This design comes from an exercise in tuning for a short achievable clock period and few clock cycles per item on the open sky130 flow, not from production work.
In this exercise RTL edits were held to simulation tests only and were not proved equivalent to the original.
No driver is modelled on the clock port, so clocking that relies on it looks cheaper here than on a real chip.
No activity file was given, so power comes from the tool's default toggle rates.

## dma_stream_top
module dma_stream_top
(
  input  logic       CLK0,
  input  logic       RST0,
  input  dma_pkg::dma_cmd_t   req_cmd,
  input  logic       req_valid,
  output logic       req_ready,
  output logic       req_busy,
  output dma_pkg::ext_burst_t ext_burst,
  input  logic       ext_ready,
  input  dma_pkg::data_t      ext_read_data,
  input  logic       ext_read_empty,
  output logic       ext_read_deq,
  output dma_pkg::data_t      ext_write_data,
  output logic       ext_write_enq,
  input  logic       ext_write_almost_full,
  input  dma_pkg::data_t      core_read_data,
  input  logic       core_read_empty,
  output logic       core_read_enable,
  output dma_pkg::data_t      core_write_data,
  output logic       core_write_enable,
  input  logic       core_write_almost_full
);
Size: roughly 7000 cells after synthesis, roughly 0.085 mm² of cells after synthesis.
make LEC_CHECK=0 ABC_CLOCK_PERIOD_IN_PS=1500 CAP_MARGIN=20 CORE_MARGIN=2 CORE_UTILIZATION=50 SETUP_SLACK_MARGIN=3.15 SLEW_MARGIN=20 SYNTH_HIERARCHICAL=1 SYNTH_MINIMUM_KEEP_SIZE=0 finish   # period 5.5 ns
run.sh (not shown) runs the stock make flow with config.mk's settings and CLKGATE_MAP_FILE= SYNTH_SCRIPT=/design/flow/synth_recipe.tcl, a recipe that flattens the netlist after the stock synthesis.
Testbench counts at the start, summed over its fixed seeds: cycles 17,352, words 25,338.
Then changed:
Settings changed: SETUP_SLACK_MARGIN 3.15 to 3.3.
What happened: Die area does not change; worst hold slack gets worse by 0.0032 ns; non-clock buffer count is higher by 65; routed wire length increases by 2.7%.


Setup of oak:
dma_stream_top, a different RTL version from the one above (not shown whole).
For scale: roughly 6300 cells after synthesis, about 89000 sq um of cells after synthesis.
Settings: LEC_CHECK=0, ABC_CLOCK_PERIOD_IN_PS=1500, CAP_MARGIN=20, CORE_MARGIN=2, CORE_UTILIZATION=65, SETUP_SLACK_MARGIN=3.3, SLEW_MARGIN=20, SYNTH_HIERARCHICAL=1, SYNTH_MINIMUM_KEEP_SIZE=0; clock period 5.5 ns.
standard.sh (not shown) runs the stock make flow with config.mk's settings and CLKGATE_MAP_FILE= SYNTH_SCRIPT=/design/flow/synth_recipe.tcl, a recipe that flattens the netlist after the stock synthesis.
==> flow/flow/run.sh <==
#!/bin/bash
# The standard layout, with one extra step after clock tree synthesis:
# flow/fix_io.tcl resizes the cells on the worst paths from input ports and
# to output ports (see that file). Make's output goes to make.log; each
# ORFS step keeps its own log under orfs/logs/.
set -euo pipefail
POST_CTS_TCL="$PWD/flow/fix_io.tcl" bash standard.sh finish > make.log 2>&1
Other scripts of this flow, unchanged in this note and not shown: flow/flow/fix_io.tcl
oak reached the end of the flow, and the finished layout is clean on the timing, DRC and antenna checks.
Testbench counts of oak, summed over its fixed seeds: cycles 17,352, words 25,338.
Modified inputs, pine compared to oak
# oak
export LEC_CHECK = 0
export ABC_CLOCK_PERIOD_IN_PS = 1500
export CAP_MARGIN = 20
export CORE_MARGIN = 2
export CORE_UTILIZATION = 65
export SETUP_SLACK_MARGIN = 3.3
export SLEW_MARGIN = 20
export SYNTH_HIERARCHICAL = 1
export SYNTH_MINIMUM_KEEP_SIZE = 0
create_clock -name core_clock -period 5.5 [get_ports {CLK0}]
# pine
export LEC_CHECK = 0
export ABC_CLOCK_PERIOD_IN_PS = 1500
export CAP_MARGIN = 20
export CORE_MARGIN = 2
export CORE_UTILIZATION = 50
export SETUP_SLACK_MARGIN = 3.3
export SLEW_MARGIN = 20
export SYNTH_HIERARCHICAL = 1
export SYNTH_MINIMUM_KEEP_SIZE = 0
create_clock -name core_clock -period 5.5 [get_ports {CLK0}]
--- outcome ---
The final layouts of oak and pine pass the timing, DRC and antenna checks. Leakage power figure, oak and pine: smaller value in pine. Comparing pine with oak, the clock skew came out essentially unchanged. STATUS sum of internal, switching and leakage power: pine wins against oak. [compare] base=oak new=pine: switching share of power now smaller; minimum clock period dropped 0.017 ns. ~same layout multi-input combinational cell count in oak and pine. pine against oak: fill cell total of the finished layout increased by about 80% relative to the old numbers, combinational power decreased by about 10% relative to the old numbers.

==> re-timing with driven ports <==
In the flow no input, the clock included, has a driving cell. The finished layouts below were timed again as built, in two steps. Step 1 sets driving cells, clkbuf_16 on the clock port and buf_2 on the other inputs (assumed; they add their load-dependent delay and slew). Step 2 adds t to the input delays and takes it off the output delays; t is the mean of the earliest and latest rising clock arrival at the registers after step 1. Input paths then give back, and output paths get back, about the clock's delay inside the block. Slacks: no drivers / after step 1 / after step 2; pairs: no drivers / after step 1.
run	t (ns)	setup WS [ns]	clock arrival spread, ns	worst slew at a driven data input, ns
the first run of note 1	0.917	2.937 / 2.914 / 2.385	0.038 / 0.039	0.13
the second run of note 1	0.909	2.962 / 2.927 / 2.387	0.041 / 0.041	0.15
oak	0.906	2.966 / 2.920 / 2.226	0.044 / 0.044	0.15
pine	0.930	2.982 / 2.896 / 2.384	0.041 / 0.042	0.16
After both steps setup and hold are still met in every run listed. The setup slack of oak, which loses most, moves by -0.046 ns with the drivers and by -0.740 ns with both steps.
